This design comes from an exercise in tuning for a short achievable clock period and few clock cycles on the open sky130 flow, not from production work. In this exercise RTL edits were held to simulation tests only and were not proved equivalent to the original. Power figures rest on the tool's default switching activity, not on a simulated workload.

**flow/run.sh**
```bash
#!/bin/bash
# synth_recipe.tcl (not shown) runs the flow's synth.tcl, then flattens the netlist and writes it again
# the make line also repeats each setting of config.mk as NAME=value (left out here)
make -C /OpenROAD-flow-scripts/flow DESIGN_CONFIG=/design/flow/config.mk WORK_HOME=/design/flow/orfs CLKGATE_MAP_FILE= SYNTH_SCRIPT=/design/flow/synth_recipe.tcl finish
```
**flow/config.mk**
```make
export PLATFORM = sky130hd
export DESIGN_NAME = cpu_core
export DESIGN_NICKNAME = cpu_core
export VERILOG_FILES = /design/flow/design.v
export SDC_FILE = /design/flow/constraint.sdc
export NUM_CORES = 4
export LEC_CHECK = 0
export CAP_MARGIN = 40
export CORE_MARGIN = 2
export CORE_UTILIZATION = 30
export SLEW_MARGIN = 40
```
**flow/constraint.sdc**
```tcl
create_clock -name core_clock -period 8.0 [get_ports {clock}]
set_input_delay 1.6000 -clock core_clock [delete_from_list [all_inputs] [get_ports {clock}]]
set_output_delay 1.6000 -clock core_clock [all_outputs]
set_load 0.01 [all_outputs]
```
**flow/design.v**
```verilog
package rv_pkg;
	typedef logic [31:0] word_t;
	typedef logic [4:0] reg_addr_t;
	typedef enum logic [6:0] {
		op_reg    = 7'b0110011,
		op_imm    = 7'b0010011,
		op_load   = 7'b0000011,
		op_store  = 7'b0100011,
		op_branch = 7'b1100011,
		op_jal    = 7'b1101111
	} opcode_t;
	typedef enum logic [2:0] {
		alu_add,
		alu_sub,
		alu_and,
		alu_or,
		alu_xor,
		alu_slt
	} alu_op_t;
	typedef enum logic [1:0] {
		mem_idle,
		mem_wait_ack,
		mem_wait_release
	} mem_state_t;
	localparam word_t nop_instr = 32'h0000_0013;
endpackage
`timescale 1ns/1ps
module register_file (
	input  logic clock,
	input  logic reset,
	input  rv_pkg::reg_addr_t rs1,
	input  rv_pkg::reg_addr_t rs2,
	output rv_pkg::word_t rs1_data,
	output rv_pkg::word_t rs2_data,
	input  rv_pkg::reg_addr_t wb_rd,
	input  logic wb_reg_write,
	input  rv_pkg::word_t wb_data
);
	rv_pkg::word_t regs [32];
	always_ff @(posedge clock or negedge reset) begin
		if (!reset) begin
			for (int i = 0; i < 32; i++) begin
				regs[i] <= '0;
			end
		end else if (wb_reg_write && wb_rd != '0) begin
			regs[wb_rd] <= wb_data;
		end
	end
	assign rs1_data = (rs1 == '0) ? '0 :
		(wb_reg_write && wb_rd == rs1) ? wb_data : regs[rs1];
	assign rs2_data = (rs2 == '0) ? '0 :
		(wb_reg_write && wb_rd == rs2) ? wb_data : regs[rs2];
endmodule
`timescale 1ns/1ps
module fetch_stage #(
	parameter rv_pkg::word_t reset_vector = '0
) (
	input  logic clock,
	input  logic reset,
	input  logic stall,
	input  logic flush,
	input  logic jump_taken,
	input  logic branch_taken,
	input  rv_pkg::word_t jump_target,
	input  rv_pkg::word_t branch_target,
	output rv_pkg::word_t instr_addr,
	input  rv_pkg::word_t instr_data,
	output rv_pkg::word_t if_pc,
	output rv_pkg::word_t if_instr
);
	rv_pkg::word_t pc;
	rv_pkg::word_t next_pc;
	assign instr_addr = pc;
	always_comb begin
		if (branch_taken) begin
			next_pc = branch_target;
		end else if (jump_taken) begin
			next_pc = jump_target;
		end else begin
			next_pc = pc + 32'd4;
		end
	end
	always_ff @(posedge clock or negedge reset) begin
		if (!reset) begin
			pc <= reset_vector;
			if_pc <= '0;
			if_instr <= rv_pkg::nop_instr;
		end else if (!stall) begin
			pc <= next_pc;
			if_pc <= pc;
			if_instr <= flush ? rv_pkg::nop_instr : instr_data;
		end
	end
endmodule
`timescale 1ns/1ps
module decode_stage (
	input  logic clock,
	input  logic reset,
	input  logic hold,
	input  logic bubble,
	input  rv_pkg::word_t if_pc,
	input  rv_pkg::word_t if_instr,
	input  rv_pkg::reg_addr_t wb_rd,
	input  logic wb_reg_write,
	input  rv_pkg::word_t wb_data,
	output rv_pkg::reg_addr_t dec_rs1,
	output rv_pkg::reg_addr_t dec_rs2,
	output logic dec_mem_read_next,
	output logic jump_taken,
	output rv_pkg::word_t jump_target,
	output rv_pkg::word_t id_pc,
	output rv_pkg::word_t id_rs1_data,
	output rv_pkg::word_t id_rs2_data,
	output rv_pkg::reg_addr_t id_rs1,
	output rv_pkg::reg_addr_t id_rs2,
	output rv_pkg::reg_addr_t id_rd,
	output rv_pkg::word_t id_imm,
	output rv_pkg::alu_op_t id_alu_op,
	output logic id_alu_src_imm,
	output logic id_reg_write,
	output logic id_mem_read,
	output logic id_mem_write,
	output logic id_branch,
	output logic id_jump
);
	rv_pkg::opcode_t opcode;
	rv_pkg::reg_addr_t rs1, rs2;
	rv_pkg::word_t rs1_data, rs2_data;
	rv_pkg::word_t imm_i, imm_s, imm_b, imm_j, imm;
	rv_pkg::alu_op_t alu_op;
	logic alu_src_imm, reg_write, mem_read, mem_write, branch, jump;
	logic use_rs1, use_rs2;
	register_file regs_i (.*);
	assign opcode = rv_pkg::opcode_t'(if_instr[6:0]);
	assign rs1 = if_instr[19:15];
	assign rs2 = if_instr[24:20];
	assign imm_i = {{20{if_instr[31]}}, if_instr[31:20]};
	assign imm_s = {{20{if_instr[31]}}, if_instr[31:25], if_instr[11:7]};
	assign imm_b = {{19{if_instr[31]}}, if_instr[31], if_instr[7], if_instr[30:25],
		if_instr[11:8], 1'b0};
	assign imm_j = {{11{if_instr[31]}}, if_instr[31], if_instr[19:12], if_instr[20],
		if_instr[30:21], 1'b0};
	always_comb begin
		alu_op = rv_pkg::alu_add;
		alu_src_imm = 1'b0;
		reg_write = 1'b0;
		mem_read = 1'b0;
		mem_write = 1'b0;
		branch = 1'b0;
		jump = 1'b0;
		use_rs1 = 1'b0;
		use_rs2 = 1'b0;
		imm = imm_i;
		case (opcode)
			rv_pkg::op_reg: begin
				reg_write = 1'b1;
				use_rs1 = 1'b1;
				use_rs2 = 1'b1;
				case (if_instr[14:12])
					3'b000: alu_op = if_instr[30] ? rv_pkg::alu_sub : rv_pkg::alu_add;
					3'b010: alu_op = rv_pkg::alu_slt;
					3'b100: alu_op = rv_pkg::alu_xor;
					3'b110: alu_op = rv_pkg::alu_or;
					3'b111: alu_op = rv_pkg::alu_and;
					default: alu_op = rv_pkg::alu_add;
				endcase
			end
			rv_pkg::op_imm: begin
				alu_src_imm = 1'b1;
				reg_write = 1'b1;
				use_rs1 = 1'b1;
			end
			rv_pkg::op_load: begin
				alu_src_imm = 1'b1;
				reg_write = 1'b1;
				mem_read = 1'b1;
				use_rs1 = 1'b1;
			end
			rv_pkg::op_store: begin
				alu_src_imm = 1'b1;
				mem_write = 1'b1;
				use_rs1 = 1'b1;
				use_rs2 = 1'b1;
				imm = imm_s;
			end
			rv_pkg::op_branch: begin
				branch = 1'b1;
				use_rs1 = 1'b1;
				use_rs2 = 1'b1;
				imm = imm_b;
			end
			rv_pkg::op_jal: begin
				jump = 1'b1;
				reg_write = 1'b1;
				alu_src_imm = 1'b1;
				imm = 32'd4;
			end
			default: ;
		endcase
	end
	assign jump_taken = jump;
	assign jump_target = if_pc + imm_j;
	assign dec_rs1 = use_rs1 ? rs1 : '0;
	assign dec_rs2 = use_rs2 ? rs2 : '0;
	assign dec_mem_read_next = mem_read;
	always_ff @(posedge clock or negedge reset) begin
		if (!reset) begin
			id_pc <= '0;
			id_rs1_data <= '0;
			id_rs2_data <= '0;
			id_rs1 <= '0;
			id_rs2 <= '0;
			id_rd <= '0;
			id_imm <= '0;
			id_alu_op <= rv_pkg::alu_add;
			id_alu_src_imm <= 1'b0;
			id_reg_write <= 1'b0;
			id_mem_read <= 1'b0;
			id_mem_write <= 1'b0;
			id_branch <= 1'b0;
			id_jump <= 1'b0;
		end else if (hold) begin
			if (wb_reg_write && wb_rd != '0 && wb_rd == id_rs1) begin
				id_rs1_data <= wb_data;
			end
			if (wb_reg_write && wb_rd != '0 && wb_rd == id_rs2) begin
				id_rs2_data <= wb_data;
			end
		end else begin
			id_pc <= bubble ? '0 : if_pc;
			id_rs1_data <= bubble ? '0 : rs1_data;
			id_rs2_data <= bubble ? '0 : rs2_data;
			id_rs1 <= bubble ? '0 : rs1;
			id_rs2 <= bubble ? '0 : rs2;
			id_rd <= bubble ? '0 : if_instr[11:7];
			id_imm <= bubble ? '0 : imm;
			id_alu_op <= bubble ? rv_pkg::alu_add : alu_op;
			id_alu_src_imm <= alu_src_imm && !bubble;
			id_reg_write <= reg_write && !bubble;
			id_mem_read <= mem_read && !bubble;
			id_mem_write <= mem_write && !bubble;
			id_branch <= branch && !bubble;
			id_jump <= jump && !bubble;
		end
	end
endmodule
`timescale 1ns/1ps
module execute_stage (
	input  logic clock,
	input  logic reset,
	input  logic hold,
	input  logic flush,
	input  rv_pkg::word_t id_pc,
	input  rv_pkg::word_t id_rs1_data,
	input  rv_pkg::word_t id_rs2_data,
	input  rv_pkg::reg_addr_t id_rs1,
	input  rv_pkg::reg_addr_t id_rs2,
	input  rv_pkg::reg_addr_t id_rd,
	input  rv_pkg::word_t id_imm,
	input  rv_pkg::alu_op_t id_alu_op,
	input  logic id_alu_src_imm,
	input  logic id_reg_write,
	input  logic id_mem_read,
	input  logic id_mem_write,
	input  logic id_branch,
	input  logic id_jump,
	output rv_pkg::word_t ex_fwd_data,
	input  rv_pkg::reg_addr_t wb_rd,
	input  logic wb_reg_write,
	input  rv_pkg::word_t wb_data,
	output logic branch_taken,
	output rv_pkg::word_t branch_target,
	output rv_pkg::word_t ex_result,
	output rv_pkg::word_t ex_store_data,
	output rv_pkg::reg_addr_t ex_rd,
	output logic ex_reg_write,
	output logic ex_mem_read,
	output logic ex_mem_write
);
	rv_pkg::word_t opnd_a, opnd_b;
	rv_pkg::word_t alu_a, alu_b, alu_out;
	logic ex_fwd_ok, wb_fwd_ok;
	assign ex_fwd_ok = ex_reg_write && !ex_mem_read && ex_rd != '0;
	assign wb_fwd_ok = wb_reg_write && wb_rd != '0;
	assign ex_fwd_data = ex_result;
	always_comb begin
		if (ex_fwd_ok && ex_rd == id_rs1) begin
			opnd_a = ex_result;
		end else if (wb_fwd_ok && wb_rd == id_rs1) begin
			opnd_a = wb_data;
		end else begin
			opnd_a = id_rs1_data;
		end
		if (ex_fwd_ok && ex_rd == id_rs2) begin
			opnd_b = ex_result;
		end else if (wb_fwd_ok && wb_rd == id_rs2) begin
			opnd_b = wb_data;
		end else begin
			opnd_b = id_rs2_data;
		end
	end
	assign alu_a = id_jump ? id_pc : opnd_a;
	assign alu_b = id_alu_src_imm ? id_imm : opnd_b;
	always_comb begin
		case (id_alu_op)
			rv_pkg::alu_sub: alu_out = alu_a - alu_b;
			rv_pkg::alu_and: alu_out = alu_a & alu_b;
			rv_pkg::alu_or: alu_out = alu_a | alu_b;
			rv_pkg::alu_xor: alu_out = alu_a ^ alu_b;
			rv_pkg::alu_slt: alu_out = {31'b0, $signed(alu_a) < $signed(alu_b)};
			default: alu_out = alu_a + alu_b;
		endcase
	end
	assign branch_taken = id_branch && (opnd_a == opnd_b);
	assign branch_target = id_pc + id_imm;
	always_ff @(posedge clock or negedge reset) begin
		if (!reset) begin
			ex_result <= '0;
			ex_store_data <= '0;
			ex_rd <= '0;
			ex_reg_write <= 1'b0;
			ex_mem_read <= 1'b0;
			ex_mem_write <= 1'b0;
		end else if (!hold) begin
			ex_result <= alu_out;
			ex_store_data <= opnd_b;
			ex_rd <= flush ? '0 : id_rd;
			ex_reg_write <= id_reg_write && !flush;
			ex_mem_read <= id_mem_read && !flush;
			ex_mem_write <= id_mem_write && !flush;
		end
	end
endmodule
`timescale 1ns/1ps
module memory_stage (
	input  logic clock,
	input  logic reset,
	input  rv_pkg::word_t ex_result,
	input  rv_pkg::word_t ex_store_data,
	input  rv_pkg::reg_addr_t ex_rd,
	input  logic ex_reg_write,
	input  logic ex_mem_read,
	input  logic ex_mem_write,
	output logic data_req,
	output logic data_write,
	output rv_pkg::word_t data_addr,
	output rv_pkg::word_t data_wdata,
	input  logic data_ack,
	input  rv_pkg::word_t data_rdata,
	output logic mem_busy,
	output rv_pkg::reg_addr_t wb_rd,
	output logic wb_reg_write,
	output rv_pkg::word_t wb_data
);
	rv_pkg::mem_state_t state;
	rv_pkg::word_t load_data;
	logic access;
	assign access = ex_mem_read || ex_mem_write;
	assign data_req = (state == rv_pkg::mem_idle && access) || state == rv_pkg::mem_wait_ack;
	assign data_write = ex_mem_write;
	assign data_addr = ex_result;
	assign data_wdata = ex_store_data;
	assign mem_busy = data_req || (state == rv_pkg::mem_wait_release && data_ack);
	always_ff @(posedge clock or negedge reset) begin
		if (!reset) begin
			state <= rv_pkg::mem_idle;
		end else begin
			case (state)
				rv_pkg::mem_idle: begin
					if (access) begin
						state <= rv_pkg::mem_wait_ack;
					end
				end
				rv_pkg::mem_wait_ack: begin
					if (data_ack) begin
						state <= rv_pkg::mem_wait_release;
					end
				end
				rv_pkg::mem_wait_release: begin
					if (!data_ack) begin
						state <= rv_pkg::mem_idle;
					end
				end
				default: state <= rv_pkg::mem_idle;
			endcase
		end
	end
	always_ff @(posedge clock) begin
		if (state == rv_pkg::mem_wait_ack && data_ack) begin
			load_data <= data_rdata;
		end
	end
	always_ff @(posedge clock or negedge reset) begin
		if (!reset) begin
			wb_rd <= '0;
			wb_reg_write <= 1'b0;
			wb_data <= '0;
		end else if (mem_busy) begin
			wb_rd <= '0;
			wb_reg_write <= 1'b0;
		end else begin
			wb_rd <= ex_rd;
			wb_reg_write <= ex_reg_write;
			wb_data <= ex_mem_read ? load_data : ex_result;
		end
	end
endmodule
`timescale 1ns/1ps
module hazard_unit (
	input  rv_pkg::reg_addr_t dec_rs1,
	input  rv_pkg::reg_addr_t dec_rs2,
	input  rv_pkg::reg_addr_t id_rd,
	input  logic id_mem_read,
	input  logic jump_taken,
	input  logic branch_taken,
	input  logic mem_busy,
	output logic stall_front,
	output logic bubble_idex,
	output logic flush_ifid,
	output logic freeze_all
);
	logic load_use;
	assign load_use = id_mem_read && id_rd != '0 &&
		(id_rd == dec_rs1 || id_rd == dec_rs2);
	assign stall_front = load_use || mem_busy;
	assign bubble_idex = load_use || branch_taken;
	assign flush_ifid = jump_taken || branch_taken;
	assign freeze_all = mem_busy;
endmodule
`timescale 1ns/1ps
module cpu_core #(
	parameter rv_pkg::word_t reset_vector = '0
) (
	input  logic clock,
	input  logic reset,
	output rv_pkg::word_t instr_addr,
	input  rv_pkg::word_t instr_data,
	output logic data_req,
	output logic data_write,
	output rv_pkg::word_t data_addr,
	output rv_pkg::word_t data_wdata,
	input  logic data_ack,
	input  rv_pkg::word_t data_rdata
);
	rv_pkg::word_t if_pc, if_instr, jump_target, branch_target;
	rv_pkg::word_t id_pc, id_rs1_data, id_rs2_data, id_imm;
	rv_pkg::word_t ex_result, ex_store_data, wb_data;
	rv_pkg::reg_addr_t dec_rs1, dec_rs2, id_rs1, id_rs2, id_rd, ex_rd, wb_rd;
	rv_pkg::alu_op_t id_alu_op;
	logic jump_taken, branch_taken;
	logic id_alu_src_imm, id_reg_write, id_mem_read, id_mem_write, id_branch, id_jump;
	logic ex_reg_write, ex_mem_read, ex_mem_write;
	logic wb_reg_write, mem_busy;
	logic stall_front, bubble_idex, flush_ifid, freeze_all;
	fetch_stage #(
		.reset_vector(reset_vector)
	) fetch_i (
		.stall(stall_front),
		.flush(flush_ifid),
		.*
	);
	decode_stage decode_i (
		.hold(freeze_all),
		.bubble(bubble_idex),
		.dec_mem_read_next(),
		.*
	);
	execute_stage execute_i (
		.hold(freeze_all),
		.flush(branch_taken),
		.ex_fwd_data(),
		.*
	);
	memory_stage memory_i (.*);
	hazard_unit hazard_i (.*);
endmodule
```
==> notes.md <==
| Parameter | Reported | Unit |
| --- | --- | --- |
| Status | no timing/DRC/antenna violations | - |
| Source of the worst register-to-register timing path | execute_i.ex_rd[2] | - |
| Wire length of the first global-routing pass | 496 | mm |
| Synthesized netlist cell count | 7037 | - |
| DR vias | 67800 | - |
| Worst-case headroom to the max-slew limit | 0.300 | - |
| Setup crit start | execute_i.ex_rd[2] | - |
| Share of flip-flops with an asynchronous set or reset | 0.977 | - |
| Power, Total | 0.0310 | W |
| Later-pin clock latency in the skew report | 0.83 | ns |
| Ratio of routed vias to standard cells | 6.50 | - |
| Nature of the critical path startpoint | register | - |
| Crit-path max FO | 43 | - |
| Deepest clock path buffer count | 3 | - |
| Worst R2R End | execute_i.ex_result[24] | - |
| GR Overflow Total | 0 | - |
| Net count after synthesis | 7266 | - |
| Area contributors post-synth | sky130_fd_sc_hd__dfrtp_1 44%, sky130_fd_sc_hd__mux2_2 15%, sky130_fd_sc_hd__a22oi_1 4.5% | - |
| Min-Delay Startpoint | execute_i.ex_store_data[16] | - |
| Max Freq | 0.152 | GHz |
| Number of hold violations in the final report | 0 | - |
| Count of clock tree sinks | 1365 | - |
| Number of enable flip-flop cells after synthesis | 32 | - |
| Max-cap violations | 0 | - |
| Post-route fraction of the period consumed by the critical path | 0.820 | - |
| Initial Util | 0.302 | - |
| Time the final worst path needs with I/O delays and setup | 6.56 | ns |
| DRC | 0 | - |
| Commonest non-fill, non-tap cells in the layout | 1320 x sky130_fd_sc_hd__dfrtp_1, 1027 x sky130_fd_sc_hd__mux2_2, 445 x sky130_fd_sc_hd__a22oi_1 | - |
| Final wirelength | 355 | mm |
| Hold-critical path endpoint | execute_i.ex_store_data[16] | - |
| Max Clock Skew | 0.0533 | ns |
| Synthesized area | 74900 | um2 |
| Chip Width | 504 | um |
| Maximum number of pins on one net before global-route repair | 141 | - |
| RSZ-0062 raised after global routing | no | - |
| Final Util | 0.350 | - |
| Avg WL per Cell | 34.0 | um |
| Number of different library cells in the post-synthesis netlist | 95 | - |
| Post-synth top area share | 0.444 | - |
| Initial DRT Pass Iterations | 14 | - |
| Length in cells of the worst reg-to-reg path | 16 | - |
| Most frequently used flop master after synthesis | sky130_fd_sc_hd__dfrtp_1 | - |
| Number of synthesized register bits | 1365 | - |
| Fin. max-slew vios | 0 | - |
| Row Count | 183 | - |
| Number of gates given a new drive strength after cts | 0 | - |
| Most common library cell in the layout ignoring fill and taps | sky130_fd_sc_hd__dfrtp_1 | - |
| CTS hold repair buffers | 0 | - |
| Port-buffer cells | 164 | - |
| Avg Inst Size Synth | 10.6 | um2 |
| Die ar. | 254000 | um2 |
| Clock transition time at the flip-flop clock pins of the worst setup and hold paths | 0.06 | ns |
| Register-to-register path setup slack | 1.44 | ns |
| Final nets | 7206 | - |
| Pwr dens | 357 | nW/um2 |
| Antenna violations before repair | 24 | - |
| Count of yosys warnings during synthesis | 6 | - |
| Share of layout cells above drive strength 1 | 0.242 | - |
| Buffer count from post-CTS setup fixing | 0 | - |
| Number of top-level pins | 165 | - |
| Fillcell total | 24600 | - |
| TritonCTS clock tree | yes | - |
| RePlAce Congestion | 0.968 | - |
| Final Instance Area | 86800 | um2 |
| Iter 0 DRT Violations | 11200 | - |
| Kind of end point of the critical path | register | - |
| Share of synthesized area occupied by flip-flops and latches | 0.458 | - |
| Signal arrival time at the worst endpoint | 7.27 | ns |
| Total instance count after detailed placement | 10100 | - |
| Total number of H-tree levels | 4 | - |
| Number of instances on the worst hold path | 2 | - |
| Crit Path Category | register to register | - |
| Estimated wirelength of the detail-placed design | 216 | mm |
| Number of buffers created by CTS | 149 | - |
| Total of endpoints with negative setup slack in the final report | 0 | - |
| Leakage power | 38.2 | nW |
| Post-route non-filler standard cell count | 10400 | - |
| Die height | 504 | um |
| IR drop worst, VDD | 0.363 | mV |
| Std-Cell Core Area | 248000 | um2 |
| Buffer cell driving the clock tree root | sky130_fd_sc_hd__clkbuf_16 | - |
| Number of global-route vias before repair | 64900 | - |
| Dpl cell area | 81400 | um2 |
| Worst min-delay path category | register to register | - |
| Cell taking the most area after synthesis | sky130_fd_sc_hd__dfrtp_1 | - |
| Syn-to-layout area delta | 15.9 | % |
| Setup tns final | 0 | ns |
| Worst Max-Slew Pin Slew | 1.05 | ns |
| Data required, critical path | 8.71 | ns |
| GRT Total Usage | 0.268 | - |
| Remaining antenna violation count after routing | 0 | - |
==> worst max-delay path by stage <==
stage	to	slack, ns	cells after the start
3_3_place_gp	execute_i.ex_result[24]	1.42	17
6_report	execute_i.ex_result[24]	1.44	16
4_1_cts	execute_i.ex_result[24]	1.28	17
2_1_floorplan	execute_i.ex_result[31]	2.52	21
3_5_place_dp	execute_i.ex_result[24]	1.33	17
5_1_grt	execute_i.ex_result[31]	1.12	20
==> state kept, by name, indices dropped and copies added (netlist names), 13 cells and up <==
name,cells
memory_i.wb_data,32
decode_i.id_rs1_data,32
execute_i.ex_result,32
decode_i.id_imm,13
decode_i.regs_i.regs,992
decode_i.id_rs2_data,32
fetch_i.if_instr,32
fetch_i.pc,32
fetch_i.if_pc,32
decode_i.id_pc,32
memory_i.load_data,32
execute_i.ex_store_data,32
==> logic make-up after synthesis <==
kind of cell    count (synthesis)  share of synthesized area
mux                          1123                      0.169
buf+inv                       758                     0.0392
flops                        1365                      0.458
fa+ha+maj                     162                     0.0274
compound gates               2005                      0.195
simple gates                 1462                     0.0921
xor+xnor                      162                     0.0190
==> per-stage QoR <==
| stage | hold slack, ns | setup slack [ns] |
|---|---|---|
| 3_3_place_gp | 0.464 | 1.42 |
| 6_report | 0.483 | 1.44 |
| 3_5_place_dp | 0.463 | 1.33 |
| 5_1_grt | 0.511 | 1.12 |
| 2_1_floorplan | 0.454 | 2.52 |
| 4_1_cts | 0.489 | 1.28 |
==> synthesized netlist by cell type (20+ instances only) <==
library cell / n
sky130_fd_sc_hd__a221oi_1: 214
sky130_fd_sc_hd__a21o_1: 72
sky130_fd_sc_hd__a22oi_1: 445
sky130_fd_sc_hd__o22ai_1: 84
sky130_fd_sc_hd__nor2_1: 372
sky130_fd_sc_hd__xnor2_1: 113
sky130_fd_sc_hd__a221o_1: 28
sky130_fd_sc_hd__nand4_1: 159
sky130_fd_sc_hd__nor2b_1: 30
sky130_fd_sc_hd__a21oi_1: 331
sky130_fd_sc_hd__nand2b_1: 30
sky130_fd_sc_hd__o21ai_0: 189
sky130_fd_sc_hd__nor3_1: 141
sky130_fd_sc_hd__nand2_1: 423
sky130_fd_sc_hd__nand3_1: 149
sky130_fd_sc_hd__o21a_1: 20
sky130_fd_sc_hd__xor2_1: 48
sky130_fd_sc_hd__mux2_2: 1027
sky130_fd_sc_hd__dfrtp_1: 1330
sky130_fd_sc_hd__clkbuf_1: 505
sky130_fd_sc_hd__and3_1: 23
sky130_fd_sc_hd__a211oi_1: 25
sky130_fd_sc_hd__a22o_1: 280
sky130_fd_sc_hd__o31ai_1: 24
sky130_fd_sc_hd__inv_1: 130
sky130_fd_sc_hd__buf_1: 89
sky130_fd_sc_hd__mux2i_1: 79
sky130_fd_sc_hd__o21bai_1: 24
sky130_fd_sc_hd__a31oi_1: 47
sky130_fd_sc_hd__o211ai_1: 21
sky130_fd_sc_hd__nor4_1: 42
sky130_fd_sc_hd__edfxtp_1: 32
sky130_fd_sc_hd__a222oi_1: 65
sky130_fd_sc_hd__and2_1: 27
sky130_fd_sc_hd__ha_1: 158
==> worst max-delay path, stage by stage, from the launching register on <==
cell                        delay (ns)
sky130_fd_sc_hd__dfrtp_1          0.45
sky130_fd_sc_hd__or4_1            0.55
sky130_fd_sc_hd__o21ai_2          0.54
sky130_fd_sc_hd__or3_2            0.64
sky130_fd_sc_hd__buf_4            0.52
sky130_fd_sc_hd__a21oi_1          0.18
sky130_fd_sc_hd__a21o_1           0.23
sky130_fd_sc_hd__ha_1             0.42
sky130_fd_sc_hd__nor4_2           0.55
sky130_fd_sc_hd__o2111ai_1        0.35
sky130_fd_sc_hd__a311oi_1         0.84
sky130_fd_sc_hd__a21bo_2          0.30
sky130_fd_sc_hd__a21oi_1          0.07
sky130_fd_sc_hd__nor2_1           0.14
sky130_fd_sc_hd__a21oi_1          0.10
sky130_fd_sc_hd__or3b_2           0.46
sky130_fd_sc_hd__o211ai_1         0.09
==> area by class of cell <==
cell class / count / area, um2 / area share
diodes: 11 / 27.5 / 0.000317
clock buffers: 214 / 4350 / 0.0501
clock inverters: 49 / 792 / 0.00912
inverters: 133 / 499 / 0.00575
multi-input cells: 4914 / 38600 / 0.445
flip-flops and latches: 1365 / 34300 / 0.395
well taps: 3330 / 4170 / 0.0480
repair buffers: 414 / 4060 / 0.0467
==> per-layer routing <==
metal,track usage,share of wire,up-vias
met3,0.114,0.15,1655
met5,0.0154,0.0018,-
met4,0.145,0.073,32
met1,0.341,0.37,33900
li1,-,-,26600
met2,0.378,0.40,5652
==> power breakdown <==
| group | total [W] | switching [W] | internal [W] |
|---|---|---|---|
| clock | 0.00738 | 0.00310 | 0.00428 |
| sequential | 0.0107 | 0.00221 | 0.00844 |
| combinational | 0.0130 | 0.00853 | 0.00446 |
| total | 0.0310 | 0.0138 | 0.0172 |
Testbench counts, summed over its fixed seeds: cycles 54,383.

-- re-timing with driven ports --
How much do the figures lean on ideal ports? The routed layout below was timed once more, with nothing changed but the port constraints.
Step 1 (the two cells are an assumption about what drives the block):
set clk [get_ports {clock}]
set_driving_cell -lib_cell sky130_fd_sc_hd__clkbuf_16 $clk
set_driving_cell -lib_cell sky130_fd_sc_hd__buf_2 [delete_from_list [all_inputs] $clk]
Step 2 also shifts input and output timing later by t, the mid clock arrival at the registers, as if the neighbouring blocks saw the same clock.
a / b / c = ideal / step 1 / step 2; a / b = the first two.
t (ns): 0.889
setup slack, ns: 1.437 / 1.437 / 1.437
worst setup path after step 2: register to register
latest minus earliest clock arrival (ns): 0.054 / 0.055
slew at the worst register clock pin (ns): 0.07 / 0.07
After both steps this run still meets setup and hold. For this run, drivers alone change the setup slack by 0.000 ns; drivers and shift together by 0.000 ns.
